This is an optimization exercise on Yosys and OpenROAD, whose aim is small area, a short achievable clock period and few clock cycles per item, not a production implementation. At most, simulation tests tie the RTL to the original design; equivalence was not proved. No functional check of the RTL was part of runs 4 to 6. No activity file was given, so power comes from the tool's default toggle rates.

**design/flow/design.v**
```verilog
`default_nettype none
package obpk_pkg;
    localparam int MAP_W         = 64;
    localparam int ROW_STRIDE    = 8;
    localparam int GRID_SIDE_DEF = 8;
    localparam int TYPE_W  = 16;
    localparam int POS_W   = 3;
    localparam int SPAN_W  = 4;
    localparam int OFF_W   = 6;
    localparam int AREA_W  = 7;
    localparam int BYTES_W = 9;
    localparam logic [TYPE_W-1:0] NO_FLOAT_TYPE = 16'd2;
    function automatic logic [2:0] first_set(input logic [7:0] v);
        logic [3:0] nib;
        logic [1:0] pair;
        first_set[2] = ~|v[3:0];
        nib          = first_set[2] ? v[7:4] : v[3:0];
        first_set[1] = ~|nib[1:0];
        pair         = first_set[1] ? nib[3:2] : nib[1:0];
        first_set[0] = ~pair[0];
        if (v == 8'd0) first_set = 3'd0;
    endfunction
    function automatic logic [2:0] last_set(input logic [7:0] v);
        logic [3:0] nib;
        logic [1:0] pair;
        last_set[2] = |v[7:4];
        nib         = last_set[2] ? v[7:4] : v[3:0];
        last_set[1] = |nib[3:2];
        pair        = last_set[1] ? nib[3:2] : nib[1:0];
        last_set[0] = pair[1];
    endfunction
    function automatic logic [3:0] span(input logic [2:0] lo, input logic [2:0] hi);
        span = '0;
        for (int i = 0; i < 8; i++) begin
            for (int j = i; j < 8; j++) begin
                if (lo == 3'(i) && hi == 3'(j)) span = span | 4'(j - i + 1);
            end
        end
    endfunction
    function automatic logic [8:0] heightmap_bytes(input logic [8:1] w_hot,
                                                    input logic [3:0] h,
                                                    input logic       depth_only);
        heightmap_bytes = '0;
        for (int i = 1; i <= 8; i++) begin
            for (int j = 1; j <= 8; j++) begin
                if (w_hot[i] && h == 4'(j)) begin
                    heightmap_bytes = heightmap_bytes
                        | (depth_only ? 9'((i + 1) * (j + 1)) : 9'((i + 1) * (j + 1) * 5));
                end
            end
        end
    endfunction
    function automatic logic [3:0] width_of(input logic [8:1] w_hot);
        width_of = '0;
        for (int i = 1; i <= 8; i++) begin
            if (w_hot[i]) width_of = width_of | 4'(i);
        end
    endfunction
    function automatic logic [8:1] width_hot(input logic [2:0] lo, input logic [2:0] hi,
                                             input logic any);
        width_hot = '0;
        for (int i = 0; i < 8; i++) begin
            for (int j = i; j < 8; j++) begin
                if (any && lo == 3'(i) && hi == 3'(j)) width_hot[j - i + 1] = 1'b1;
            end
        end
    endfunction
endpackage
`default_nettype wire
`default_nettype none
module obpk_pack (
    input  wire logic [obpk_pkg::MAP_W-1:0]   i_aligned,
    input  wire logic [8:1]                   i_sel,
    output logic      [obpk_pkg::MAP_W-1:0]   o_packed
);
    logic [8:1][obpk_pkg::MAP_W-1:0] at_width;
    for (genvar k = 1; k <= 8; k++) begin : g_w
        for (genvar r = 0; r < 8; r++) begin : g_row
            assign at_width[k][r*k +: k] = i_aligned[r*8 +: k];
        end
        if (k < 8) begin : g_pad
            assign at_width[k][obpk_pkg::MAP_W-1:8*k] = '0;
        end
    end
    always_comb begin
        o_packed = '0;
        for (int k = 1; k <= 8; k++) begin
            if (i_sel[k]) begin
                o_packed = o_packed | at_width[k];
            end
        end
    end
endmodule
`default_nettype wire
`default_nettype none
module occupancy_box_and_mask_pack (
    input  wire logic                                i_clk,
    input  wire logic                                i_rst_n,
    input  wire logic                                start,
    output logic                                     busy,
    input  wire logic [obpk_pkg::MAP_W-1:0]          i_occupancy,
    input  wire logic [obpk_pkg::TYPE_W-1:0]         i_liquid_type,
    output logic                                     o_strobe,
    output logic      [obpk_pkg::POS_W-1:0]          o_box_x,
    output logic      [obpk_pkg::POS_W-1:0]          o_box_z,
    output logic      [obpk_pkg::SPAN_W-1:0]         o_box_width,
    output logic      [obpk_pkg::SPAN_W-1:0]         o_box_height,
    output logic                                     o_all_filled,
    output logic                                     o_grid_empty,
    output logic                                     o_mask_present,
    output logic      [obpk_pkg::MAP_W-1:0]          o_packed_mask,
    output logic      [obpk_pkg::BYTES_W-1:0]        o_heightmap_bytes
);
    logic [7:0]                     n_rows;
    logic [7:0]                     n_cols;
    logic [obpk_pkg::POS_W-1:0]     n_lo_z;
    logic                           r1_vld;
    logic [obpk_pkg::MAP_W-1:0]     r1_map;
    logic [obpk_pkg::POS_W-1:0]     r1_lo_x;
    logic [obpk_pkg::POS_W-1:0]     r1_lo_z;
    logic [obpk_pkg::POS_W-1:0]     r1_hi_x;
    logic [obpk_pkg::POS_W-1:0]     r1_hi_z;
    logic                           r1_any;
    logic                           r1_full;
    logic                           r1_depth_only;
    logic [obpk_pkg::MAP_W-1:0]     zmap;
    logic                           r2_vld;
    logic [obpk_pkg::MAP_W-1:0]     r2_aligned;
    logic [obpk_pkg::POS_W-1:0]     r2_lo_x;
    logic [obpk_pkg::POS_W-1:0]     r2_lo_z;
    logic [8:1]                     r2_w_hot;
    logic [obpk_pkg::SPAN_W-1:0]    w;
    logic [obpk_pkg::SPAN_W-1:0]    r2_h;
    logic                           r2_full;
    logic                           r2_depth_only;
    assign busy = 1'b0;
    for (genvar z = 0; z < 8; z++) begin : g_row
        assign n_rows[z] = |i_occupancy[z*8 +: 8];
    end
    assign n_cols = i_occupancy[7:0]   | i_occupancy[15:8]  | i_occupancy[23:16]
                  | i_occupancy[31:24] | i_occupancy[39:32] | i_occupancy[47:40]
                  | i_occupancy[55:48] | i_occupancy[63:56];
    assign n_lo_z = obpk_pkg::first_set(n_rows);
    always_ff @(posedge i_clk) begin
        if (!i_rst_n) begin
            r1_vld <= 1'b0;
        end else begin
            r1_vld <= start;
        end
        r1_map        <= n_lo_z[2] ? {32'd0, i_occupancy[63:32]} : i_occupancy;
        r1_lo_x       <= obpk_pkg::first_set(n_cols);
        r1_lo_z       <= n_lo_z;
        r1_hi_x       <= obpk_pkg::last_set(n_cols);
        r1_hi_z       <= obpk_pkg::last_set(n_rows);
        r1_any        <= |n_rows;
        r1_full       <= &i_occupancy;
        r1_depth_only <= (i_liquid_type == obpk_pkg::NO_FLOAT_TYPE);
    end
    assign zmap = r1_map >> {r1_lo_z[1:0], 3'b000};
    always_ff @(posedge i_clk) begin
        if (!i_rst_n) begin
            r2_vld <= 1'b0;
        end else begin
            r2_vld <= r1_vld;
        end
        r2_aligned    <= zmap >> r1_lo_x;
        r2_lo_x       <= r1_lo_x;
        r2_lo_z       <= r1_lo_z;
        r2_w_hot      <= obpk_pkg::width_hot(r1_lo_x, r1_hi_x, r1_any);
        r2_h          <= r1_any ? obpk_pkg::span(r1_lo_z, r1_hi_z) : 4'd0;
        r2_full       <= r1_full;
        r2_depth_only <= r1_depth_only;
    end
    obpk_pack u_pack (
        .i_aligned (r2_aligned),
        .i_sel     (r2_w_hot & {8{~r2_full}}),
        .o_packed  (o_packed_mask)
    );
    assign w = obpk_pkg::width_of(r2_w_hot);
    assign o_strobe          = r2_vld;
    assign o_box_x           = r2_lo_x;
    assign o_box_z           = r2_lo_z;
    assign o_box_width       = w;
    assign o_box_height      = r2_h;
    assign o_all_filled      = r2_full;
    assign o_grid_empty      = ~|r2_w_hot;
    assign o_mask_present    = |r2_w_hot & ~r2_full;
    assign o_heightmap_bytes = obpk_pkg::heightmap_bytes(r2_w_hot, r2_h, r2_depth_only);
endmodule
`default_nettype wire
```
**design/flow/flow/run.sh**
```bash
#!/bin/bash
# Standard layout, with plain buffers on the ports instead of the
# delay-cell buffers that buffer_ports picks on its own.
set -euo pipefail
export BUFFER_PORTS_ARGS="-buffer_cell sky130_fd_sc_hd__buf_2"
bash standard.sh > standard_flow.log 2>&1
```
**design/flow/standard.sh**
```bash
#!/bin/bash
# synth_recipe.tcl (not shown) runs the flow's synth.tcl, then flattens the netlist and writes it again
# the make line also repeats each setting of config.mk as NAME=value (left out here)
make -C /OpenROAD-flow-scripts/flow DESIGN_CONFIG=/design/flow/config.mk WORK_HOME=/design/flow/orfs CLKGATE_MAP_FILE= SYNTH_SCRIPT=/design/flow/synth_recipe.tcl "${@:-finish}"
```
**design/flow/config.mk**
```make
export PLATFORM = sky130hd
export DESIGN_NAME = occupancy_box_and_mask_pack
export DESIGN_NICKNAME = occupancy_box_and_mask_pack
export VERILOG_FILES = /design/flow/design.v
export SDC_FILE = /design/flow/constraint.sdc
export NUM_CORES = 4
export LEC_CHECK = 0
export CAP_MARGIN = 20
export CORE_MARGIN = 2
export CORE_UTILIZATION = 40
export SETUP_SLACK_MARGIN = 1.5
export SLEW_MARGIN = 20
```
**design/flow/constraint.sdc**
```tcl
create_clock -name core_clock -period 4.5 [get_ports {i_clk}]
set_input_delay 0.9000 -clock core_clock [delete_from_list [all_inputs] [get_ports {i_clk}]]
set_output_delay 0.9000 -clock core_clock [all_outputs]
set_load 0.01 [all_outputs]
```
==> results of run 1 <==
-- per-layer routing --
layer / up-vias / global-route usage, % / part of all wire (%) / wire, um
met1: 5593 / 41.4 / 46 / 19300
met2: 666 / 39.9 / 42 / 17500
li1: 5377 / - / - / -
met5: - / 0 / 0 / 0
met3: 73 / 4.19 / 8.4 / 3500
met4: 0 / 10.4 / 3.1 / 1270
-- sequential cells by signal, indices dropped and copies added, names as in the netlist, 3 cells and up --
name and count:
r1_hi_x 3, r1_lo_x 3, r1_lo_z 3, r2_h 4, r1_hi_z 3, r1_map 64
r2_w_hot 8, r2_lo_z 3, r2_lo_x 3, r2_aligned 64
-- cell usage in the layout, fill, tap and decap left out, types with 19 or more instances in the layout --
cell	count
mux2i_1	39
a22oi_1	81
buf_2	173
o21ai_0	30
mux4_2	47
buf_4	46
dfxtp_1	149
a22o_1	19
nand2_1	181
a21oi_1	35
o22ai_1	61
nor4_1	44
nand3_1	38
nor2b_1	50
nor2_1	73
a21o_1	38
-- metrics by stage --
stage,cell area [um^2],setup WS [ns]
floorplan,11300,1.76
global placement,12200,1.09
detailed placement,12200,1.10
CTS,13400,1.22
global route,13500,1.12
finish,13500,1.19
-- cells by family (layout without fill, tap and decap cells) --
family	Yosys count	after routing	share of synthesized area, %
compound gates	394	394	25.1
xor+xnor	9	9	0.698
fa+ha+maj	1	1	0.0887
buf+inv	145	277	6.23
flops	165	165	29.3
mux	97	97	13.9
other cells	1	1	0.0332
simple gates	531	533	24.7
-- how the worst max path moves through the flow --
stage	start	end	slack (ns)	depth (start not counted)
2_1_floorplan	r2_h[3]	o_heightmap_bytes[3]	1.76	7
3_3_place_gp	r2_w_hot[5]	o_heightmap_bytes[6]	1.09	6
3_5_place_dp	r2_h[0]	o_heightmap_bytes[4]	1.10	7
4_1_cts	r2_h[1]	o_heightmap_bytes[2]	1.22	7
5_1_grt	r2_h[1]	o_heightmap_bytes[2]	1.12	7
6_report	r2_h[3]	o_heightmap_bytes[2]	1.19	9
-- layout make-up --
type	instances	area [um^2]	area share (%)
clock buffer	17	425	3.14
clock inverter	15	188	1.39
inverter	11	41.3	0.305
multi-input combinational	1035	7530	55.7
sequential	165	3350	24.7
tap	378	473	3.49
timing repair buffer	234	1530	11.3
-- power breakdown --
group / total (mW) / internal [mW] / leakage, nW / switching (mW)
Clock: 1.48 / 0.799 / 0.291 / 0.681
Sequential: 1.61 / 1.52 / 1.39 / 0.0868
Combinational: 0.398 / 0.181 / 3.69 / 0.217
-- what timing repair did --
action,4_1_cts,5_1_grt
resized for setup,60,21
pin swaps,14,7
buffers inserted,20,9
endpoints found under the setup margin,72,56
cloned,6,1
==> out/results.ini, run 1 <==
[power_and_ir_drop]
p_per_area_nw_per_um2=257
p_total_mw=3.48
peakVddDrop_uv=195
leakage_nw=5.36

[routing]
drt-initial-drc-count=1583
via_per_inst=6.31
vias=11700
ant_nets=0
dr.pass1.iters=9
drt-total-wl_um=41500
wl_per_cell_um=22.4
drc_errors=0

[place]
gp_congestion=0.972
placed_cells=1787
portBuffers=173
dp_hpwl_um=29600

[synthesis]
synth-edff-count=0
synth_area_leader_cell=dfxtp_1
synthFlopType=dfxtp_1
yosysMostFrequentCell=nand2_1
synth_nets=1426
synth_cell_types=82
syn_area_um2=11300
synth.ff_latch_count=165
synthArstFlopShare_pct=0
syn_avg_cell_area_um2=8.41
synth_common_cells=182 x nand2_1, 165 x dfxtp_1, 82 x a22oi_1
yosysTopAreaCellShare_pct=29.3
synthCells=1343
yosysWarningCount=2
synth_seq_area_share_pct=29.3
synth.area.top_cells=dfxtp_1 29%, mux4_2 9.4%, nand2_1 6.1%, a22oi_1 5.5%, mux2i_1 3.5%

[timing]
slew_violations=0
finalHoldViolations=0
finalClockSkew_ns=0.0140
max_freq_ghz=0.302
setup_viol_count_final=0
period_needed_ns=3.31
post-route-period-util_pct=73.7
tns_ns=0
worst_pin_slew_ns=1.10
grt_setup_unrepaired=true
whs_ns=0.330
slew_headroom_pct=26.7

[clocking]
clkLatencyLatePin_ns=0.43
clock_sinks=165
hold_buffers=0
root_buffer=clkbuf_16
clkTransAtPathRegs_ns=0.07
numCtsBuffers=17
htree_levels=4
cts_tree=built
clockBufferDepth=2

[worst_setup_path]
worstPathCellList=buf_8, buf_4, buf_4, nor4b_2, and3_1, a311o_1, nor4_2, o211ai_1, buf_2
critPathMaxStageDelay_ns=0.49
worst_path_dominant_cell_family=simple AND/OR/NAND/NOR gates
required_ns=3.60
crit_top_cell=buf_4
critical_path_buf_inv_count=4
critPathArrivalTime_ns=2.41
reg2reg_slack_ns=1.82
r2r_end=r2_aligned[30]
worstSetupPathType=reg -> out
startpoint_type=flop
cp_max_fo=4
end_kind=output pin
slowest_stage=nor4b_2
r2r_cells=7
r2r_start=r1_lo_z[1]

[global_routing]
grt_pass1_vias=10600
grt_pass1_wl_um=63400
antenna_found_initial=0
grt.overflow.total=0
grt_max_degree=66
track_usage_pct=27.7

[floorplan]
num_rows=61
die_x_um=172
initial_core_util_pct=40.6
core-area_um2=27800
io_pins=175
die-area_um2=29600
die_h_um=172

[cells_and_area]
area_growth_pct=19.9
fillers=2790
final_nets=1547
diodes=0
drive_above_1_share_pct=26.7
layoutNonFillerInstCount=1855
final_core_util_pct=48.7

[status]
status=finished clean

[min_path]
min-delay-start=r1_depth_only
whs_endpoint=r2_depth_only
holdPathStages=0
hp-class=reg -> reg

[run]
maxCapViolCount=0

Testbench counts, summed over its fixed seeds: cycles 16,016, items 16,000.
==> run 2, diff against run 1 <==
==> design/flow/run.sh (new file) <==
#!/bin/bash
# synth_recipe.tcl (not shown) runs the flow's synth.tcl, then flattens the netlist and writes it again
# the make line also repeats each setting of config.mk as NAME=value (left out here)
make -C /OpenROAD-flow-scripts/flow DESIGN_CONFIG=/design/flow/config.mk WORK_HOME=/design/flow/orfs CLKGATE_MAP_FILE= SYNTH_SCRIPT=/design/flow/synth_recipe.tcl finish
--- a/design/flow/config.mk
+++ b/design/flow/config.mk
@@ -8,5 +8,4 @@
 export CAP_MARGIN = 20
 export CORE_MARGIN = 2
 export CORE_UTILIZATION = 40
-export SETUP_SLACK_MARGIN = 1.5
 export SLEW_MARGIN = 20
removed: design/flow/flow/run.sh
removed: design/flow/standard.sh
==> out/results.ini, run 2 <==
[synthesis]
synth-edff-count=0  ; unchanged
synth.area.top_cells=dfxtp_1 29%, mux4_2 9.4%, nand2_1 6.1%, a22oi_1 5.5%, mux2i_1 3.5%
synth_nets=1426  ; unchanged
synth_top_family_by_area=compound AO/OA/AOI/OAI gates
synth-compound-area-share_pct=25.1  ; unchanged
synthFlopType=dfxtp_1
synth_cell_types=82  ; unchanged
synthCells=1343  ; unchanged
synthArstFlopShare_pct=0  ; unchanged
synth_seq_area_share_pct=29.3  ; unchanged
synth.ff_latch_count=165  ; unchanged
yosysTopAreaCellShare_pct=29.3  ; unchanged
synthAdderAreaFrac_pct=0.0887  ; unchanged
synth_area_leader_cell=dfxtp_1
synth_simple_gate_area_share_pct=24.7  ; unchanged
yosysWarningCount=2  ; unchanged
yosysMostFrequentCell=nand2_1
synth_common_cells=182 x nand2_1, 165 x dfxtp_1, 82 x a22oi_1
syn_avg_cell_area_um2=8.41  ; unchanged
synth_mux_area_share_pct=13.9  ; unchanged
synth-xor-area-share_pct=0.698  ; unchanged
syn_area_um2=11300  ; unchanged

[global_routing]
antenna_found_initial=0  ; unchanged
grt_pass1_wl_um=61800  ; -2.6%
grt_max_degree=66  ; unchanged
track_usage_pct=27.0  ; -0.64 points
grt_pass1_vias=10400  ; -2.1%
grt.overflow.total=0  ; unchanged

[worst_setup_path]
reg2reg_slack_ns=1.86  ; +0.04 ns
cp_max_fo=24  ; +20
end_kind=output pin
startpoint_type=flop
required_ns=3.60  ; about the same
critPathArrivalTime_ns=3.32  ; +0.91 ns
worstPathCellList=buf_4, nand4bb_1, a21oi_1, or4_1, nor4_1, o211ai_1, clkdlybuf4s50_1
r2r_cells=6  ; -1
slowest_stage=dfxtp_1
worstSetupPathType=reg -> out
critPathMaxStageDelay_ns=0.86  ; +0.37 ns

[routing]
wl_met2_um=17500  ; -0.11%
drc_errors=0  ; unchanged
wl_met1_um=19100  ; -0.85%
top_layer_used=met4
drt-total-wl_um=40200  ; -3.1%
wl_met3_um=2670  ; -24%
vias=11400  ; -3.0%
drt-initial-drc-count=1405  ; -11%
dr.pass1.iters=9  ; unchanged
via_per_inst=6.20  ; -1.7%
ant_nets=0  ; unchanged
wl_per_cell_um=22.0  ; -1.8%

[cells_and_area]
design_area_um2=13800  ; +1.9%
diodes=0  ; unchanged
final_common_cell=nand2_1
largestRegisters=r1_map (64), r2_aligned (64), r2_w_hot (8)
area_growth_pct=22.2
final_nets=1523  ; -1.6%
drive_above_1_share_pct=10.6  ; -16 points
layout_common_cells=182 x nand2_1, 173 x clkdlybuf4s50_1, 161 x dfxtp_1, 82 x a22oi_1, 74 x nor2_1

[place]
dp_hpwl_um=30200  ; +2.1%
portBuffers=173  ; unchanged
place_area_um2=13200  ; +7.8%
gp_congestion=0.990  ; +1.8%

[floorplan]
core-area_um2=27800  ; unchanged
die-area_um2=29600  ; unchanged
io_pins=175  ; unchanged
die_h_um=172  ; unchanged
initial_core_util_pct=40.6  ; unchanged
die_x_um=172  ; unchanged
num_rows=61  ; unchanged

[clocking]
root_buffer=clkbuf_16
clkTransAtPathRegs_ns=0.06  ; about the same
cts-resized-gates=0  ; -100%
clock_sinks=165  ; unchanged
htree_levels=4  ; unchanged
clkLatencyLatePin_ns=0.43  ; about the same
hold_buffers=0  ; unchanged
numCtsBuffers=17  ; unchanged
clockBufferDepth=2  ; unchanged
post-cts-setup-buffer-count=0  ; -100%
cts_tree=built

[timing]
slew_violations=0  ; unchanged
grt_setup_unrepaired=false
post-route-period-util_pct=93.7  ; +20 points
finalClockSkew_ns=0.0123  ; -0.00168 ns
worst_pin_slew_ns=1.06  ; -0.0375 ns
max_freq_ghz=0.237  ; -21%
slew_headroom_pct=29.2  ; +2.5 points
period_needed_ns=4.22  ; +0.902 ns
setup_viol_count_final=0  ; unchanged
tns_ns=0  ; unchanged
finalHoldViolations=0  ; unchanged

[power_and_ir_drop]
p_int_mw=2.54  ; +1.5%
pwr-share-clk_pct=41.5  ; -1.0 points
p_sw_mw=1.01  ; +2.6%
leakage_nw=5.08  ; -5.3%
pwr-share-seq_pct=45.4  ; -0.7 points
combPwrFrac_pct=13.0  ; +1.6 points
p_per_area_nw_per_um2=257  ; -0.15%
peakVddDrop_uv=226  ; +16%
netSwitchingFraction_pct=28.5  ; +0.23 points

[status]
status=finished clean

[run]
maxCapViolCount=0  ; unchanged

[min_path]
hp-class=reg -> reg
holdPathStages=0  ; unchanged

-- run 2: path summary, 6_finish.rpt --
check / from / endpoint
hold reg to reg: r1_depth_only / r2_depth_only
setup / recovery: r2_h[1] / o_heightmap_bytes[2]
hold / removal: r1_depth_only / r2_depth_only
setup reg to reg: r1_lo_z[1] / r2_aligned[45]
-- run 2: metal layers --
metal / vias to the layer above / track usage, %
met5: - / 0
met2: 542 / 40.5
met1: 5429 / 40.1
met3: 62 / 3.02
met4: 0 / 9.35
li1: 5325 / -
-- run 2: metrics by stage --
| step | std cells | worst slack, ns | total power [mW] | hold WS (ns) | utilization, % |
|---|---|---|---|---|---|
| 2_1_floorplan | 1343 | 1.76 | 1.82 | 0.310 | - |
| 3_3_place_gp | 1798 | 0.827 | 2.10 | 0.311 | 47.4 |
| 3_5_place_dp | 1798 | 0.835 | 2.10 | 0.312 | 47.4 |
| 4_1_cts | 1830 | 0.373 | 3.56 | 0.327 | 49.6 |
| 5_1_grt | 1831 | 0.107 | 3.67 | 0.336 | 49.7 |
| 6_report | 1831 | 0.284 | 3.55 | 0.327 | 49.7 |
-- run 2: power groups by stage --
stage	Clock (mW)	Sequential, mW	Combinational, mW
after floorplan	0	1.60	0.228
after global placement	0	1.64	0.456
after detailed placement	0	1.64	0.455
after CTS	1.49	1.61	0.457
after global routing	1.56	1.62	0.496
final	1.47	1.61	0.462
-- run 2: critical path, delay by kind of cell (launching register included) --
kind            cells  cell delay [ns]
simple gates        3             0.92
buf+inv             2             0.86
compound gates      2             0.27
flops               1             0.86
-- run 2: logic make-up after synthesis --
logic type	after synthesis
muxes	97
xor gates and xnor gates	9
other	1
AOI/OAI and AO/OA	394
and+or+nand+nor	531
adders and majority gates	1
DFF	165
buffers and inverters	145
-- run 2: area by class of cell --
type	instances	area, um^2
clock buffer	17	425
clock inverter	15	189
fill	2660	14000
inverter	11	41.3
multi-input combinational	1033	7310
sequential	165	3310
tap	378	473
timing repair buffer	212	2040
==> run 3, diff against run 2 <==
--- a/design/flow/design.v
+++ b/design/flow/design.v
@@ -113,7 +113,6 @@
 );
     logic [7:0]                     n_rows;
     logic [7:0]                     n_cols;
-    logic [obpk_pkg::POS_W-1:0]     n_lo_z;
     logic                           r1_vld;
     logic [obpk_pkg::MAP_W-1:0]     r1_map;
     logic [obpk_pkg::POS_W-1:0]     r1_lo_x;
@@ -125,14 +124,15 @@
     logic                           r1_depth_only;
     logic [obpk_pkg::MAP_W-1:0]     zmap;
     logic                           r2_vld;
-    logic [obpk_pkg::MAP_W-1:0]     r2_aligned;
+    logic [obpk_pkg::MAP_W-1:0]     r2_map;
     logic [obpk_pkg::POS_W-1:0]     r2_lo_x;
     logic [obpk_pkg::POS_W-1:0]     r2_lo_z;
     logic [8:1]                     r2_w_hot;
-    logic [obpk_pkg::SPAN_W-1:0]    w;
     logic [obpk_pkg::SPAN_W-1:0]    r2_h;
     logic                           r2_full;
     logic                           r2_depth_only;
+    logic [obpk_pkg::MAP_W-1:0]     aligned;
+    logic [obpk_pkg::MAP_W-1:0]     packed_mask;
     assign busy = 1'b0;
     for (genvar z = 0; z < 8; z++) begin : g_row
         assign n_rows[z] = |i_occupancy[z*8 +: 8];
@@ -140,30 +140,29 @@
     assign n_cols = i_occupancy[7:0]   | i_occupancy[15:8]  | i_occupancy[23:16]
                   | i_occupancy[31:24] | i_occupancy[39:32] | i_occupancy[47:40]
                   | i_occupancy[55:48] | i_occupancy[63:56];
-    assign n_lo_z = obpk_pkg::first_set(n_rows);
     always_ff @(posedge i_clk) begin
         if (!i_rst_n) begin
             r1_vld <= 1'b0;
         end else begin
             r1_vld <= start;
         end
-        r1_map        <= n_lo_z[2] ? {32'd0, i_occupancy[63:32]} : i_occupancy;
+        r1_map        <= i_occupancy;
         r1_lo_x       <= obpk_pkg::first_set(n_cols);
-        r1_lo_z       <= n_lo_z;
+        r1_lo_z       <= obpk_pkg::first_set(n_rows);
         r1_hi_x       <= obpk_pkg::last_set(n_cols);
         r1_hi_z       <= obpk_pkg::last_set(n_rows);
         r1_any        <= |n_rows;
         r1_full       <= &i_occupancy;
         r1_depth_only <= (i_liquid_type == obpk_pkg::NO_FLOAT_TYPE);
     end
-    assign zmap = r1_map >> {r1_lo_z[1:0], 3'b000};
+    assign zmap = r1_map >> {r1_lo_z, 3'b000};
     always_ff @(posedge i_clk) begin
         if (!i_rst_n) begin
             r2_vld <= 1'b0;
         end else begin
             r2_vld <= r1_vld;
         end
-        r2_aligned    <= zmap >> r1_lo_x;
+        r2_map        <= zmap >> {r1_lo_x[2], 2'b00};
         r2_lo_x       <= r1_lo_x;
         r2_lo_z       <= r1_lo_z;
         r2_w_hot      <= obpk_pkg::width_hot(r1_lo_x, r1_hi_x, r1_any);
@@ -171,20 +170,27 @@
         r2_full       <= r1_full;
         r2_depth_only <= r1_depth_only;
     end
+    assign aligned = r2_map >> r2_lo_x[1:0];
     obpk_pack u_pack (
-        .i_aligned (r2_aligned),
+        .i_aligned (aligned),
         .i_sel     (r2_w_hot & {8{~r2_full}}),
-        .o_packed  (o_packed_mask)
+        .o_packed  (packed_mask)
     );
-    assign w = obpk_pkg::width_of(r2_w_hot);
-    assign o_strobe          = r2_vld;
-    assign o_box_x           = r2_lo_x;
-    assign o_box_z           = r2_lo_z;
-    assign o_box_width       = w;
-    assign o_box_height      = r2_h;
-    assign o_all_filled      = r2_full;
-    assign o_grid_empty      = ~|r2_w_hot;
-    assign o_mask_present    = |r2_w_hot & ~r2_full;
-    assign o_heightmap_bytes = obpk_pkg::heightmap_bytes(r2_w_hot, r2_h, r2_depth_only);
+    always_ff @(posedge i_clk) begin
+        if (!i_rst_n) begin
+            o_strobe <= 1'b0;
+        end else begin
+            o_strobe <= r2_vld;
+        end
+        o_box_x           <= r2_lo_x;
+        o_box_z           <= r2_lo_z;
+        o_box_width       <= obpk_pkg::width_of(r2_w_hot);
+        o_box_height      <= r2_h;
+        o_all_filled      <= r2_full;
+        o_grid_empty      <= ~|r2_w_hot;
+        o_mask_present    <= (|r2_w_hot) & ~r2_full;
+        o_packed_mask     <= packed_mask;
+        o_heightmap_bytes <= obpk_pkg::heightmap_bytes(r2_w_hot, r2_h, r2_depth_only);
+    end
 endmodule
 `default_nettype wire
==> design/flow/flow/run.sh (new file) <==
#!/bin/bash
# Standard layout, with plain buffers on the ports instead of the
# delay-cell buffers that buffer_ports picks on its own.
set -euo pipefail
export BUFFER_PORTS_ARGS="-buffer_cell sky130_fd_sc_hd__buf_2"
bash standard.sh > standard_flow.log 2>&1
==> design/flow/standard.sh (new file) <==
#!/bin/bash
# synth_recipe.tcl (not shown) runs the flow's synth.tcl, then flattens the netlist and writes it again
# the make line also repeats each setting of config.mk as NAME=value (left out here)
make -C /OpenROAD-flow-scripts/flow DESIGN_CONFIG=/design/flow/config.mk WORK_HOME=/design/flow/orfs CLKGATE_MAP_FILE= SYNTH_SCRIPT=/design/flow/synth_recipe.tcl "${@:-finish}"
--- a/design/flow/config.mk
+++ b/design/flow/config.mk
@@ -8,4 +8,6 @@
 export CAP_MARGIN = 20
 export CORE_MARGIN = 2
 export CORE_UTILIZATION = 40
+export SETUP_SLACK_MARGIN = 2.0
 export SLEW_MARGIN = 20
+export TNS_END_PERCENT = 5
removed: design/flow/run.sh
==> out/results.ini, run 3 <==
[timing]
layout_setup_ws_ns=2.00  ; +1.72 ns
post-route-period-util_pct=55.5  ; -38 points
tns_ns=0  ; unchanged
max_freq_ghz=0.400  ; +69%
finalHoldViolations=0  ; unchanged
finalClockSkew_ns=0.0319  ; +0.0196 ns
slew_violations=0  ; unchanged
slew_headroom_pct=22.7  ; -6.5 points
setup_viol_count_final=0  ; unchanged
grt_setup_unrepaired=true
worst_pin_slew_ns=1.16  ; +0.0982 ns
period_needed_ns=2.50  ; -1.72 ns

[cells_and_area]
drive_above_1_share_pct=20.3  ; +9.7 points
final_common_cell=dfxtp_1
largestRegisters=o_packed_mask (64), r1_map (64), r2_map (64)
layoutNonFillerInstCount=2000  ; +9.2%
area_growth_pct=15.1
final_nets=1662  ; +9.1%
design_area_um2=14900  ; +8.1%
diodes=0  ; unchanged
layout_common_cells=247 x dfxtp_1, 173 x buf_2, 136 x nand2_1, 124 x nor2_1, 116 x mux2i_1

[global_routing]
grt_pass1_vias=10900  ; +4.5%
grt.overflow.total=0  ; unchanged
grt_pass1_wl_um=65300  ; +5.8%
antenna_found_initial=0  ; unchanged
grt_max_degree=91  ; +38%
track_usage_pct=24.7  ; -2.3 points

[clocking]
hold_buffers=0  ; unchanged
clkTransAtPathRegs_ns=0.07  ; about the same
root_buffer=clkbuf_16
cts_tree=built
clkLatencyLatePin_ns=0.55  ; +0.12 ns
clock_sinks=256  ; +55%
numCtsBuffers=27  ; +10
clockBufferDepth=3  ; +1
htree_levels=1  ; -3

[power_and_ir_drop]
combPwrFrac_pct=7.9  ; -5.1 points
peakVddDrop_uv=268  ; +19%
pwr-share-clk_pct=45.2  ; +3.7 points
p_total_mw=5.18  ; +46%
p_int_mw=3.97  ; +57%
netSwitchingFraction_pct=23.4  ; -5.1 points
p_per_area_nw_per_um2=347  ; +35%
p_sw_mw=1.21  ; +20%
leakage_nw=5.47  ; +7.6%
pwr-share-seq_pct=46.9  ; +1.5 points

[worst_setup_path]
r2r_end=o_heightmap_bytes[3]
critPathArrivalTime_ns=2.90  ; -0.42 ns
worstSetupPathType=reg -> reg
end_kind=flop
startpoint_type=flop
required_ns=4.90  ; +1.30 ns
reg2reg_slack_ns=2.00  ; +0.14 ns
r2r_cells=7  ; +1
r2r_start=r2_h[1]
cp_max_fo=26  ; +8.3%

[run]
maxCapViolCount=0  ; unchanged

[synthesis]
synth_nets=1563  ; +9.6%
synth_top_family_by_area=compound AO/OA/AOI/OAI gates
synth.ff_latch_count=256  ; +55%
syn_avg_cell_area_um2=8.76  ; +4.2%
synth_common_cells=256 x dfxtp_1, 136 x nand2_1, 124 x nor2_1
yosysWarningCount=2  ; unchanged
synth_mux_area_share_pct=15.9  ; +2.0 points
synth.area.top_cells=dfxtp_1 40%, mux2i_1 9.0%, a22oi_1 4.2%, nand2_1 3.9%, o21ai_0 3.8%
synth-xor-area-share_pct=0.270  ; -0.43 points
synthFlopType=dfxtp_1
synthCells=1480  ; +10%
synth_seq_area_share_pct=39.5  ; +10 points
synth-compound-area-share_pct=19.8  ; -5.3 points
synth-edff-count=0  ; unchanged
synth_area_leader_cell=dfxtp_1
synth_simple_gate_area_share_pct=19.5  ; -5.1 points
yosysTopAreaCellShare_pct=39.5  ; +10 points
synthArstFlopShare_pct=0  ; unchanged
yosysMostFrequentCell=dfxtp_1
syn_area_um2=13000  ; +15%
synth_cell_types=69  ; -16%
synthAdderAreaFrac_pct=0.0772  ; -0.011 points

[floorplan]
core-area_um2=31700  ; +14%
die-area_um2=33900  ; +14%
io_pins=175  ; unchanged
initial_core_util_pct=40.9  ; +0.23 points
num_rows=65  ; +6.6%
die_h_um=184  ; +7.0%
die_x_um=184  ; +7.0%

[routing]
wl_per_cell_um=21.4  ; -2.4%
drc_errors=0  ; unchanged
via_per_inst=5.90  ; -4.9%
drt-total-wl_um=42900  ; +6.6%
dr.pass1.iters=6  ; -3
ant_nets=0  ; unchanged
drt-initial-drc-count=1218  ; -13%
vias=11800  ; +3.9%

[place]
placed_cells=1951  ; +8.5%
gp_congestion=0.961  ; -2.9%
dp_hpwl_um=31100  ; +3.1%
pre_cts_ws_ns=1.71  ; +0.876 ns
portBuffers=173  ; unchanged
place_area_um2=13900  ; +5.9%

[min_path]
min-delay-start=r2_lo_z[2]
holdPathStages=0  ; unchanged
hp-class=reg -> reg
whs_endpoint=o_box_z[2]

[status]
status=finished clean

## run 3: changes by cell type in the layout (fill, tap and decap cells not counted), sizes merged, moves of 49 or more
cell,before,now
o21ai,36,101
a21oi,39,89
buf,39,197
dfxtp,165,256
o22ai,62,10
clkdlybuf4s50,173,0
nor2,75,124
mux2i,39,116
## run 3: kinds of logic after synthesis
kind of cell / after synthesis
and+or+nand+nor: 514
AOI/OAI and AO/OA: 395
DFF: 256
muxes: 175
buffers and inverters: 134
xor gates and xnor gates: 4
adders and majority gates: 1
other: 1
## run 3: repair_timing
item / in CTS / in global routing
gates resized for setup: 2 / 3
setup buffers: 0 / 1
endpoints found under the setup margin: 21 / 45
## run 3: stage by stage
step / utilization (%) / hold WS [ns]
after floorplan: - / 0.310
after global placement: 43.9 / 0.312
after detailed placement: 43.9 / 0.312
after CTS: 46.9 / 0.323
after global routing: 47.0 / 0.335
final: 47.0 / 0.323
## run 3: layout make-up
cell class	instances	area (um^2)
clock inverters	9	154
inverters	7	26.3
multi-input cells	1090	7230
well taps	402	503
clock buffers	39	791
repair buffers	197	1070
fillers	3097	16800
flip-flops and latches	256	5150
## run 3: how the worst max path moves through the flow
stage / startpoint / depth (start not counted) / slack (ns) / to
after CTS: r2_lo_x[1] / 6 / 1.85 / o_packed_mask[12]
final: r2_h[1] / 7 / 2.00 / o_heightmap_bytes[3]
after detailed placement: r2_h[1] / 7 / 1.71 / o_heightmap_bytes[3]
after global routing: r2_h[1] / 7 / 1.87 / o_heightmap_bytes[3]
after global placement: r2_h[1] / 6 / 1.72 / o_heightmap_bytes[3]
after floorplan: i_occupancy[3] / 5 / 2.39 / r1_lo_x[1]
## run 3: worst max-delay path, stage by stage, from the launching register on
cell and delay [ns]:
dfxtp_2 0.62, buf_4 0.36, nor3b_1 0.20, a32oi_1 0.20
nor2_1 0.05, nor3_1 0.29, nand4_1 0.16, or4_1 0.48
## run 3: layer usage
| layer | vias to the layer above | track usage (%) | part of all wire, % |
|---|---|---|---|
| met2 | 539 | 36.8 | 43 |
| met4 | 0 | 7.68 | 2.8 |
| met5 | - | 0 | 0 |
| li1 | 5661 | - | - |
| met3 | 87 | 3.29 | 7.1 |
| met1 | 5510 | 36.8 | 47 |
## run 3: power groups by stage
stage	logic, mW	clock network (mW)	registers, mW
final	0.408	2.34	2.43
after global routing	0.441	2.49	2.44
after CTS	0.400	2.39	2.43
after detailed placement	0.398	0	2.48
after global placement	0.399	0	2.48
after floorplan	0.197	0	2.48
Testbench counts of run 3, summed over its fixed seeds: cycles 16,024, items 16,000.
==> run 4, diff against run 3 <==
--- a/design/flow/design.v
+++ b/design/flow/design.v
@@ -38,12 +38,12 @@
         end
     endfunction
     function automatic logic [8:0] heightmap_bytes(input logic [8:1] w_hot,
-                                                    input logic [3:0] h,
+                                                    input logic [8:1] h_hot,
                                                     input logic       depth_only);
         heightmap_bytes = '0;
         for (int i = 1; i <= 8; i++) begin
             for (int j = 1; j <= 8; j++) begin
-                if (w_hot[i] && h == 4'(j)) begin
+                if (w_hot[i] && h_hot[j]) begin
                     heightmap_bytes = heightmap_bytes
                         | (depth_only ? 9'((i + 1) * (j + 1)) : 9'((i + 1) * (j + 1) * 5));
                 end
@@ -113,6 +113,7 @@
 );
     logic [7:0]                     n_rows;
     logic [7:0]                     n_cols;
+    logic [obpk_pkg::POS_W-1:0]     n_lo_z;
     logic                           r1_vld;
     logic [obpk_pkg::MAP_W-1:0]     r1_map;
     logic [obpk_pkg::POS_W-1:0]     r1_lo_x;
@@ -127,10 +128,11 @@
     logic [obpk_pkg::MAP_W-1:0]     r2_map;
     logic [obpk_pkg::POS_W-1:0]     r2_lo_x;
     logic [obpk_pkg::POS_W-1:0]     r2_lo_z;
-    logic [8:1]                     r2_w_hot;
-    logic [obpk_pkg::SPAN_W-1:0]    r2_h;
+    logic [8:1]                     r2_sel;      
+    logic [8:1]                     r2_h_hot;
     logic                           r2_full;
     logic                           r2_depth_only;
+    logic [8:1]                     w_hot;
     logic [obpk_pkg::MAP_W-1:0]     aligned;
     logic [obpk_pkg::MAP_W-1:0]     packed_mask;
     assign busy = 1'b0;
@@ -140,22 +142,23 @@
     assign n_cols = i_occupancy[7:0]   | i_occupancy[15:8]  | i_occupancy[23:16]
                   | i_occupancy[31:24] | i_occupancy[39:32] | i_occupancy[47:40]
                   | i_occupancy[55:48] | i_occupancy[63:56];
+    assign n_lo_z = obpk_pkg::first_set(n_rows);
     always_ff @(posedge i_clk) begin
         if (!i_rst_n) begin
             r1_vld <= 1'b0;
         end else begin
             r1_vld <= start;
         end
-        r1_map        <= i_occupancy;
+        r1_map        <= n_lo_z[2] ? {32'd0, i_occupancy[63:32]} : i_occupancy;
         r1_lo_x       <= obpk_pkg::first_set(n_cols);
-        r1_lo_z       <= obpk_pkg::first_set(n_rows);
+        r1_lo_z       <= n_lo_z;
         r1_hi_x       <= obpk_pkg::last_set(n_cols);
         r1_hi_z       <= obpk_pkg::last_set(n_rows);
         r1_any        <= |n_rows;
         r1_full       <= &i_occupancy;
         r1_depth_only <= (i_liquid_type == obpk_pkg::NO_FLOAT_TYPE);
     end
-    assign zmap = r1_map >> {r1_lo_z, 3'b000};
+    assign zmap = r1_map >> {r1_lo_z[1:0], 3'b000};
     always_ff @(posedge i_clk) begin
         if (!i_rst_n) begin
             r2_vld <= 1'b0;
@@ -165,17 +168,18 @@
         r2_map        <= zmap >> {r1_lo_x[2], 2'b00};
         r2_lo_x       <= r1_lo_x;
         r2_lo_z       <= r1_lo_z;
-        r2_w_hot      <= obpk_pkg::width_hot(r1_lo_x, r1_hi_x, r1_any);
-        r2_h          <= r1_any ? obpk_pkg::span(r1_lo_z, r1_hi_z) : 4'd0;
+        r2_sel        <= obpk_pkg::width_hot(r1_lo_x, r1_hi_x, r1_any & ~r1_full);
+        r2_h_hot      <= obpk_pkg::width_hot(r1_lo_z, r1_hi_z, r1_any);
         r2_full       <= r1_full;
         r2_depth_only <= r1_depth_only;
     end
     assign aligned = r2_map >> r2_lo_x[1:0];
     obpk_pack u_pack (
         .i_aligned (aligned),
-        .i_sel     (r2_w_hot & {8{~r2_full}}),
+        .i_sel     (r2_sel),
         .o_packed  (packed_mask)
     );
+    assign w_hot = {r2_sel[8] | r2_full, r2_sel[7:1]};
     always_ff @(posedge i_clk) begin
         if (!i_rst_n) begin
             o_strobe <= 1'b0;
@@ -184,13 +188,13 @@
         end
         o_box_x           <= r2_lo_x;
         o_box_z           <= r2_lo_z;
-        o_box_width       <= obpk_pkg::width_of(r2_w_hot);
-        o_box_height      <= r2_h;
+        o_box_width       <= obpk_pkg::width_of(w_hot);
+        o_box_height      <= obpk_pkg::width_of(r2_h_hot);
         o_all_filled      <= r2_full;
-        o_grid_empty      <= ~|r2_w_hot;
-        o_mask_present    <= (|r2_w_hot) & ~r2_full;
+        o_grid_empty      <= ~|r2_h_hot;
+        o_mask_present    <= |r2_sel;
         o_packed_mask     <= packed_mask;
-        o_heightmap_bytes <= obpk_pkg::heightmap_bytes(r2_w_hot, r2_h, r2_depth_only);
+        o_heightmap_bytes <= obpk_pkg::heightmap_bytes(w_hot, r2_h_hot, r2_depth_only);
     end
 endmodule
 `default_nettype wire
==> out/results.ini, run 4 <==
[floorplan]
die-area_um2=32500  ; -4.0%
num_rows=64  ; -1.5%
die_h_um=180  ; -2.0%
initial_core_util_pct=40.6  ; -0.22 points
io_pins=175  ; unchanged
die_x_um=180  ; -2.0%
core-area_um2=30600  ; -3.6%

[synthesis]
synth_simple_gate_area_share_pct=16.9  ; -2.7 points
synth_nets=1354  ; -13%
synthFlopType=dfxtp_1
yosysMostFrequentCell=dfxtp_1
synth_mux_area_share_pct=19.1  ; +3.2 points
synth.ff_latch_count=260  ; +1.6%
syn_avg_cell_area_um2=9.78  ; +12%
synth_area_leader_cell=dfxtp_1
yosysTopAreaCellShare_pct=41.9  ; +2.3 points
synth_seq_area_share_pct=41.9  ; +2.3 points
yosysWarningCount=2  ; unchanged
synth.area.top_cells=dfxtp_1 42%, mux4_2 9.1%, mux2i_1 8.9%, a22oi_1 4.9%, nand2_1 3.9%
syn_area_um2=12400  ; -4.1%
synth-xor-area-share_pct=0.282  ; +0.011 points
synth_cell_types=71  ; +2.9%
synthArstFlopShare_pct=0  ; unchanged
synth-edff-count=0  ; unchanged
synthCells=1271  ; -14%
synth_common_cells=260 x dfxtp_1, 128 x nand2_1, 110 x mux2i_1
synthAdderAreaFrac_pct=0  ; -0.077 points
synth-compound-area-share_pct=17.7  ; -2.1 points
synth_top_family_by_area=multiplexers

[worst_setup_path]
r2r_cells=4  ; -3
reg2reg_slack_ns=2.12  ; +0.12 ns
r2r_end=r2_map[9]
critPathMaxStageDelay_ns=0.78  ; +0.16 ns
r2r_start=r1_lo_z[1]
worstSetupPathType=in -> reg
critPathCapture=r1_lo_x[0]
required_ns=4.90  ; about the same
slowest_stage=nor4_1
end_kind=flop
critPathArrivalTime_ns=2.79  ; -0.11 ns
startpoint_type=primary input
cp_max_fo=5  ; -81%
critical_path.startpoint=i_occupancy[37]
worstPathCellList=buf_2, nor4_1, nand4_1, o311ai_0, a221oi_1

[power_and_ir_drop]
leakage_nw=5.83  ; +6.6%
netSwitchingFraction_pct=23.2  ; -0.20 points
peakVddDrop_uv=260  ; -2.8%
p_sw_mw=1.21  ; -0.51%
pwr-share-seq_pct=47.4  ; +0.5 points
p_int_mw=3.99  ; +0.60%
pwr-share-clk_pct=44.9  ; -0.3 points
combPwrFrac_pct=7.7  ; -0.2 points
p_per_area_nw_per_um2=358  ; +3.0%

[clocking]
htree_levels=1  ; unchanged
root_buffer=clkbuf_16
clock_sinks=260  ; +1.6%
hold_buffers=0  ; unchanged
cts_tree=built
clockBufferDepth=3  ; unchanged
clkTransAtPathRegs_ns=0.06  ; about the same
numCtsBuffers=28  ; +3.7%
clkLatencyLatePin_ns=0.55  ; about the same

[place]
portBuffers=173  ; unchanged
placed_cells=1750  ; -10%
dp_hpwl_um=28000  ; -10%
gp_congestion=0.925  ; -3.8%

[cells_and_area]
final_common_cell=dfxtp_1
diodes=0  ; unchanged
largestRegisters=o_packed_mask (64), r1_map (64), r2_map (64)
layout_common_cells=252 x dfxtp_1, 173 x buf_2, 128 x nand2_1, 109 x mux2i_1, 81 x a22oi_1
final_nets=1471  ; -11%
drive_above_1_share_pct=23.1  ; +2.8 points
area_growth_pct=16.9
layoutNonFillerInstCount=1806  ; -9.7%

[routing]
dr.pass1.iters=7  ; +1
drt-initial-drc-count=1462  ; +20%
drt-total-wl_um=38700  ; -9.8%
wl_per_cell_um=21.4  ; -0.13%
vias=10800  ; -8.7%
drc_errors=0  ; unchanged
via_per_inst=5.96  ; +1.1%
ant_nets=0  ; unchanged

[global_routing]
grt_max_degree=70  ; -23%
grt_pass1_vias=9998  ; -7.9%
antenna_found_initial=0  ; unchanged
track_usage_pct=22.6  ; -2.1 points
grt_pass1_wl_um=59400  ; -9.1%
grt.overflow.total=0  ; unchanged

[timing]
max_freq_ghz=0.418  ; +4.5%
grt_setup_unrepaired=true
slew_violations=0  ; unchanged
tns_ns=0  ; unchanged
finalClockSkew_ns=0.0125  ; -0.0194 ns
slew_headroom_pct=29.9  ; +7.3 points
post-route-period-util_pct=53.1  ; -2.4 points
setup_viol_count_final=0  ; unchanged
period_needed_ns=2.39  ; -0.108 ns
worst_pin_slew_ns=1.02  ; -0.136 ns
finalHoldViolations=0  ; unchanged
whs_ns=0.326  ; +0.00303 ns

[status]
status=finished clean

[min_path]
hp-class=reg -> reg
min-delay-start=r1_depth_only

[run]
maxCapViolCount=0  ; unchanged

## run 4: changes by cell type after synthesis, sizes merged, moves of 13 or more
| cell | delta |
|---|---|
| a211oi | -39 |
| a21o | +31 |
| a21oi | -49 |
| a222oi | +22 |
| buf | -26 |
| mux2 | -25 |
| mux4 | +29 |
| nor2 | -66 |
| nor2b | -13 |
| o21ai | -47 |
## run 4: layout make-up
type,count,area [um^2]
Fill cell,2907,16100
Multi-Input combinational cell,890,6750
Sequential cell,260,5220
Timing Repair Buffer,193,1040
Clock buffer,40,807
Tap cell,396,495
Clock inverter,12,158
Inverter,15,56.3
## run 4: cells by family (layout without fill, tap and decap cells)
logic type,count (synthesis),in the layout
and+or+nand+nor,405,405
buffers and inverters,121,260
AOI/OAI and AO/OA,307,307
xor gates and xnor gates,4,4
muxes,173,173
DFF,260,260
other,1,1
## run 4: metal layers
layer  wire (um)  share of wire [%]  vias up  track usage, %
met5           0                  0        -               0
met2       16300                 42      537            32.7
met4        1270                3.3        0            8.26
met1       18300                 47     5124            34.0
li1            -                  -     5035               -
met3        2900                7.5       72            3.50
## run 4: how the worst min path moves through the flow
| stage | end | slack (ns) | cells past startpoint |
|---|---|---|---|
| 3_3_place_gp | o_box_z[1] | 0.31 | 0 |
| 2_1_floorplan | o_box_x[2] | 0.31 | 0 |
| 4_1_cts | r2_depth_only | 0.33 | 0 |
| 5_1_grt | r2_depth_only | 0.34 | 0 |
| 6_report | r2_depth_only | 0.33 | 0 |
| 3_5_place_dp | o_box_z[0] | 0.31 | 0 |
## run 4: what timing repair did
action,CTS,global route
setup buffers,2,1
pin swaps,1,0
gates cloned,0,0
endpoints found under the setup margin,1,75
resized for setup,0,5
## run 4: worst max-delay path, delay by kind of cell
kind / cells / cell delay (ns)
buffers and inverters: 1 / 0.16
AND/OR/NAND/NOR: 2 / 1.11
AO/OA/AOI/OAI: 2 / 0.62
## run 4: per-stage QoR
| stage | setup WS [ns] | area [um^2] | util [%] | power, mW |
|---|---|---|---|---|
| global placement | 1.47 | 13500 | 44.1 | 2.91 |
| CTS | 2.00 | 14500 | 47.3 | 5.25 |
| detailed placement | 1.41 | 13500 | 44.1 | 2.91 |
| floorplan | 1.96 | 12500 | - | 2.70 |
| global route | 1.99 | 14500 | 47.5 | 5.39 |
| finish | 2.11 | 14500 | 47.5 | 5.20 |
## run 4: power by group through the flow
stage          Clock [mW]  Sequential (mW)  Combinational (mW)
6_report             2.33             2.47               0.401
5_1_grt              2.48             2.48               0.432
4_1_cts              2.39             2.47               0.394
3_5_place_dp            0             2.52               0.392
3_3_place_gp            0             2.52               0.393
2_1_floorplan           0             2.51               0.193
==> run 5, diff against run 4 <==
--- a/design/flow/config.mk
+++ b/design/flow/config.mk
@@ -7,7 +7,7 @@
 export LEC_CHECK = 0
 export CAP_MARGIN = 20
 export CORE_MARGIN = 2
-export CORE_UTILIZATION = 40
-export SETUP_SLACK_MARGIN = 2.0
+export CORE_UTILIZATION = 55
+export SETUP_SLACK_MARGIN = 2.6
 export SLEW_MARGIN = 20
 export TNS_END_PERCENT = 5
==> out/results.ini, run 5 <==
[routing]
drt-initial-drc-count=1183  ; -19%
vias=10900  ; +0.93%
dr.pass1.iters=9  ; +2
ant_nets=0  ; unchanged
drt-total-wl_um=36900  ; -4.7%
wl_per_cell_um=21.5  ; +0.46%
via_per_inst=6.34  ; +6.4%
drc_errors=0  ; unchanged

[global_routing]
antenna_found_initial=0  ; unchanged
track_usage_pct=29.9  ; +7.3 points
grt_pass1_wl_um=57300  ; -3.6%
grt_pass1_vias=10000  ; +0.28%
grt_max_degree=67  ; -4.3%
grt.overflow.total=0  ; unchanged

[worst_setup_path]
reg2reg_slack_ns=2.39  ; +0.27 ns
cp_max_fo=8  ; +3
worstSetupPathType=in -> reg
r2r_end=o_heightmap_bytes[2]
end_kind=flop
startpoint_type=primary input
critPathArrivalTime_ns=2.65  ; -0.14 ns
r2r_start=r2_sel[8]
r2r_cells=5  ; +1
required_ns=4.98  ; +0.08 ns
critical_path.startpoint=i_occupancy[59]

[power_and_ir_drop]
peakVddDrop_uv=279  ; +7.3%
p_total_mw=5.12  ; -1.5%
leakage_nw=6.00  ; +3.0%
p_per_area_nw_per_um2=346  ; -3.4%

[min_path]
holdPathStages=0  ; unchanged
min-delay-start=r2_lo_z[2]
whs_endpoint=o_box_z[2]
hp-class=reg -> reg

[cells_and_area]
final_common_cell=dfxtp_1
multi_input_area_um2=6810  ; +0.95%
final_nets=1490  ; +1.3%
fillers=1831  ; -37%
layout_common_cells=252 x dfxtp_1, 165 x buf_2, 128 x nand2_1, 110 x mux2i_1, 81 x a22oi_1
area_growth_pct=19.1
largestRegisters=o_packed_mask (64), r1_map (64), r2_map (64)
diodes=0  ; unchanged
seq_area_um2=5220  ; about the same
drive_above_1_share_pct=24.9  ; +1.8 points

[floorplan]
die_x_um=154  ; -14%
io_pins=175  ; unchanged
initial_core_util_pct=55.4  ; +15 points
die_h_um=154  ; -14%
die-area_um2=23800  ; -27%
core-area_um2=22400  ; -27%
num_rows=55  ; -14%

[synthesis]
synthArstFlopShare_pct=0  ; unchanged
synthFlopType=dfxtp_1
synthCells=1271  ; unchanged
yosysMostFrequentCell=dfxtp_1
synth.ff_latch_count=260  ; unchanged
synth.area.top_cells=dfxtp_1 42%, mux4_2 9.1%, mux2i_1 8.9%, a22oi_1 4.9%, nand2_1 3.9%
synth_common_cells=260 x dfxtp_1, 128 x nand2_1, 110 x mux2i_1
synth-edff-count=0  ; unchanged
yosysWarningCount=2  ; unchanged
synth_cell_types=71  ; unchanged
synth_seq_area_share_pct=41.9  ; unchanged
syn_avg_cell_area_um2=9.78  ; unchanged
synth_area_leader_cell=dfxtp_1
yosysTopAreaCellShare_pct=41.9  ; unchanged
synth_nets=1354  ; unchanged
syn_area_um2=12400  ; unchanged

[clocking]
numCtsBuffers=27  ; -3.6%
clock_sinks=260  ; unchanged
root_buffer=clkbuf_16
htree_levels=1  ; unchanged
clkLatencyLatePin_ns=0.54  ; about the same
clockBufferDepth=3  ; unchanged
clkTransAtPathRegs_ns=0.06  ; about the same
cts_tree=built
hold_buffers=0  ; unchanged

[timing]
slew_headroom_pct=29.5  ; -0.41 points
setup_viol_count_final=0  ; unchanged
max_freq_ghz=0.460  ; +10%
worst_pin_slew_ns=1.03  ; +0.00593 ns
layout_setup_ws_ns=2.33  ; +0.219 ns
slew_violations=0  ; unchanged
post-route-period-util_pct=48.3  ; -4.9 points
finalClockSkew_ns=0.0148  ; +0.00223 ns
grt_setup_unrepaired=true
tns_ns=0  ; unchanged
period_needed_ns=2.17  ; -0.219 ns
finalHoldViolations=0  ; unchanged

[place]
dp_hpwl_um=25500  ; -8.8%
pre_cts_ws_ns=1.42  ; +0.00447 ns
gp_congestion=0.983  ; +6.3%
portBuffers=173  ; unchanged

[run]
maxCapViolCount=0  ; unchanged

[status]
status=finished clean

## run 5: cell counts after synthesis
No cell type changed its count.
## run 5: critical path, stage by stage
cell	delay, ns
buf_2	0.15
or4_4	0.51
nor4_4	0.26
buf_4	0.19
a2111oi_4	0.08
buf_6	0.16
buf_12	0.14
clkbuf_16	0.16
nor2b_1	0.09
## run 5: cells by family after synthesis
logic type / Yosys count / synth area share (%)
compound gates: 307 / 17.7
xor+xnor: 4 / 0.282
other cells: 1 / 0.0302
simple gates: 405 / 16.9
flops: 260 / 41.9
buf+inv: 121 / 4.21
mux: 173 / 19.1
## run 5: layout make-up
cell class	instances	area share (%)
multi-input combinational	890	46.0
sequential	260	35.3
timing repair buffer	213	9.62
clock buffer	33	4.92
tap	285	2.41
clock inverter	17	1.35
inverter	15	0.406
## run 5: what timing repair did
item / CTS / global route
cloned: 4 / 1
resized for setup: 45 / 7
setup endpoints to repair: 198 / 199
pin swaps: 7 / 4
setup buffers: 14 / 3
## run 5: metal layers
layer | vias to the layer above | GRT usage [%] | wire, um
li1 | 5096 | - | -
met1 | 5079 | 44.0 | 16300
met2 | 610 | 45.0 | 16100
met3 | 83 | 4.40 | 3200
met4 | 0 | 11.1 | 1270
met5 | - | 0 | 0
## run 5: where the power goes
part | switching (mW) | internal [mW] | leakage [nW] | total [mW]
Clock | 0.912 | 1.34 | 0.450 | 2.25
Combinational | 0.229 | 0.177 | 3.38 | 0.406
Sequential | 0.0625 | 2.40 | 2.17 | 2.46
Total | 1.20 | 3.92 | 6.00 | 5.12
## run 5: worst max path at each step
stage | end | cells past startpoint
5_1_grt | r1_map[38] | 9
4_1_cts | r1_map[33] | 8
3_3_place_gp | r1_map[31] | 6
2_1_floorplan | r1_map[10] | 6
6_report | r1_map[61] | 9
3_5_place_dp | r1_map[43] | 6
## run 5: stage by stage
step / std cells / util, % / hold slack [ns] / instance area [um^2]
CTS: 1708 / 65.5 / 0.320 / 14700
global placement: 1640 / 59.5 / 0.311 / 13400
global route: 1713 / 66.0 / 0.330 / 14800
floorplan: 1271 / - / 0.310 / 12500
finish: 1713 / 66.0 / 0.322 / 14800
detailed placement: 1640 / 59.5 / 0.312 / 13400
==> run 6, diff against run 5 <==
==> design/flow/flow/run.sh (replaced) <==
#!/bin/bash
# Standard layout, with plain buffers on the ports instead of the
# delay-cell buffers that buffer_ports picks on its own.
set -euo pipefail
export BUFFER_PORTS_ARGS="-buffer_cell sky130_fd_sc_hd__buf_1"
bash standard.sh > standard_flow.log 2>&1
--- a/design/flow/config.mk
+++ b/design/flow/config.mk
@@ -7,7 +7,8 @@
 export LEC_CHECK = 0
 export CAP_MARGIN = 20
 export CORE_MARGIN = 2
-export CORE_UTILIZATION = 55
-export SETUP_SLACK_MARGIN = 2.6
+export CORE_UTILIZATION = 40
+export CTS_BUF_LIST = sky130_fd_sc_hd__clkbuf_8
+export SETUP_SLACK_MARGIN = 2.0
 export SLEW_MARGIN = 20
 export TNS_END_PERCENT = 5
==> out/results.ini, run 6 <==
[cells_and_area]
final_nets=1485  ; -0.34%
final_core_util_pct=46.5  ; -20 points
largestRegisters=o_packed_mask (64), r1_map (64), r2_map (64)
seq_area_um2=5220  ; about the same
multi_input_area_um2=6740  ; -1.0%
diodes=0  ; unchanged
area_growth_pct=14.4
fillers=2967  ; +62%
final_common_cell=dfxtp_1
drive_above_1_share_pct=11.9  ; -13 points
layout_common_cells=252 x dfxtp_1, 173 x buf_1, 128 x nand2_1, 109 x mux2i_1, 81 x a22oi_1

[clocking]
htree_levels=2  ; +1
numCtsBuffers=43  ; +59%
clkTransAtPathRegs_ns=0.05  ; about the same
clockBufferDepth=3  ; unchanged
hold_buffers=0  ; unchanged
clkLatencyLatePin_ns=0.57  ; +0.03 ns
cts_tree=built
clock_sinks=260  ; unchanged
root_buffer=clkbuf_8

[timing]
slew_headroom_pct=29.0  ; -0.58 points
finalHoldViolations=0  ; unchanged
max_freq_ghz=0.399  ; -13%
setup_viol_count_final=0  ; unchanged
whs_ns=0.326  ; +0.00369 ns
grt_setup_unrepaired=true
layout_setup_ws_ns=1.99  ; -0.335 ns
post-route-period-util_pct=55.7  ; +7.5 points
slew_violations=0  ; unchanged
finalClockSkew_ns=0.0239  ; +0.00915 ns
period_needed_ns=2.51  ; +0.335 ns
tns_ns=0  ; unchanged
worst_pin_slew_ns=1.04  ; +0.00841 ns

[place]
portBuffers=173  ; unchanged
gp_congestion=0.932  ; -5.2%
dp_hpwl_um=27900  ; +9.1%
pre_cts_ws_ns=1.45  ; +0.0369 ns

[synthesis]
synth_seq_area_share_pct=41.9  ; unchanged
yosysTopAreaCellShare_pct=41.9  ; unchanged
synth-edff-count=0  ; unchanged
yosysMostFrequentCell=dfxtp_1
synth.area.top_cells=dfxtp_1 42%, mux4_2 9.1%, mux2i_1 8.9%, a22oi_1 4.9%, nand2_1 3.9%
synthCells=1271  ; unchanged
synth_nets=1354  ; unchanged
synthFlopType=dfxtp_1
synthArstFlopShare_pct=0  ; unchanged
synth_common_cells=260 x dfxtp_1, 128 x nand2_1, 110 x mux2i_1
syn_area_um2=12400  ; unchanged
synth.ff_latch_count=260  ; unchanged
synth_area_leader_cell=dfxtp_1
syn_avg_cell_area_um2=9.78  ; unchanged
yosysWarningCount=2  ; unchanged
synth_cell_types=71  ; unchanged

[floorplan]
initial_core_util_pct=40.6  ; -15 points
core-area_um2=30600  ; +36%
num_rows=64  ; +16%
io_pins=175  ; unchanged
die-area_um2=32500  ; +36%
die_h_um=180  ; +17%
die_x_um=180  ; +17%

[worst_setup_path]
startpoint_type=primary input
required_ns=4.93  ; -0.05 ns
worstSetupPathType=in -> reg
end_kind=flop
critPathArrivalTime_ns=2.94  ; +0.29 ns
cp_max_fo=5  ; -3

[routing]
via_per_inst=5.94  ; -6.4%
drt-initial-drc-count=1544  ; +31%
drt-total-wl_um=38800  ; +5.3%
wl_per_cell_um=21.2  ; -1.4%
dr.pass1.iters=8  ; -1
ant_nets=0  ; unchanged
vias=10900  ; -0.037%
drc_errors=0  ; unchanged

[global_routing]
grt_pass1_wl_um=60700  ; +5.9%
track_usage_pct=23.2  ; -6.8 points
grt.overflow.total=0  ; unchanged
antenna_found_initial=0  ; unchanged
grt_max_degree=66  ; -1.5%
grt_pass1_vias=10400  ; +3.6%

[power_and_ir_drop]
p_per_area_nw_per_um2=349  ; +0.95%
p_total_mw=4.97  ; -3.1%
peakVddDrop_uv=170  ; -39%
leakage_nw=5.37  ; -10%

[run]
maxCapViolCount=0  ; unchanged

[min_path]
hp-class=reg -> reg

[status]
status=finished clean

==> run 6: kinds of logic after synthesis <==
family	Yosys count	share of synthesized area [%]
and+or+nand+nor	405	16.9
AOI/OAI and AO/OA	307	17.7
DFF	260	41.9
muxes	173	19.1
buffers and inverters	121	4.21
xor gates and xnor gates	4	0.282
other	1	0.0302
==> run 6: worst paths after layout <==
path	startpoint	endpoint	slack (ns)	cells past startpoint
worst max-delay path	i_occupancy[37]	r1_lo_x[2]	1.99	5
worst min-delay path	r1_depth_only	r2_depth_only	0.33	0
worst max register to register	r2_lo_x[1]	o_packed_mask[6]	2.18	5
worst min register to register	r1_depth_only	r2_depth_only	0.33	0
==> run 6: timing repair <==
item,CTS,global route
resized for setup,1,2
endpoints found under the setup margin,4,77
setup buffers,0,2
pin swaps,0,1
==> run 6: power by group <==
part	internal (mW)	switching, mW
logic	0.147	0.233
clock network	1.18	0.936
registers	2.40	0.0662
==> run 6: area by class of cell <==
cell class	instances	area share (%)
clock buffers	49	4.74
clock inverters	28	1.50
inverters	15	0.396
multi-input cells	890	47.4
flip-flops and latches	260	36.7
well taps	396	3.48
repair buffers	192	5.75
==> run 6: per-layer routing <==
layer / routed length (um) / part of all wire (%) / up-vias / track usage (%)
li1: - / - / 5087 / -
met3: 3040 / 7.8 / 77 / 4.14
met1: 18200 / 47 / 5113 / 34.3
met5: 0 / 0 / - / 0
met4: 1100 / 2.8 / 0 / 8.06
met2: 16500 / 43 / 587 / 33.8
==> run 6: worst max-delay path: stages <==
cell     delay (ns)
buf_1          0.25
nor4_1         0.83
nand4_1        0.34
or3_1          0.46
and2_1         0.15
==> run 6: through the flow <==
step | std cells | area, um^2
global placement | 1751 | 13300
global route | 1830 | 14200
CTS | 1828 | 14200
finish | 1830 | 14200
floorplan | 1271 | 12500
detailed placement | 1751 | 13300

-- separate check: timing with driven ports --
How much do the figures lean on ideal ports? The routed layouts below were timed once more, with nothing changed but the port constraints.
Step 1 sets driving cells, clkbuf_16 on the clock port and buf_2 on the other inputs (assumed; they add their load-dependent delay and slew).
Step 2 also shifts input and output timing later by t, the mid clock arrival at the registers, as if the neighbouring blocks saw the same clock.
a / b / c = ideal ports / drivers / drivers and shift; a / b = the first two.
| run | shift t [ns] | slack for setup (ns) | worst setup path after step 2 | worst register clock-pin slew, ns |
|---|---|---|---|---|
| run 1 | 0.468 | 1.186 / 1.140 / 1.305 | input to register | 0.08 / 0.08 |
| run 2 | 0.480 | 0.284 / 0.231 / 0.711 | register to output | 0.08 / 0.08 |
| run 3 | 0.583 | 2.001 / 2.001 / 1.840 | input to register | 0.07 / 0.07 |
| run 4 | 0.587 | 2.109 / 2.121 / 1.534 | input to register | 0.07 / 0.07 |
| run 5 | 0.584 | 2.328 / 2.346 / 1.762 | input to register | 0.07 / 0.07 |
| run 6 | 0.599 | 1.993 / 2.015 / 1.416 | input to register | 0.07 / 0.07 |
After both steps setup and hold are still met in every run listed. For run 6, which loses most, drivers alone change the setup slack by +0.022 ns; drivers and shift together by -0.577 ns.
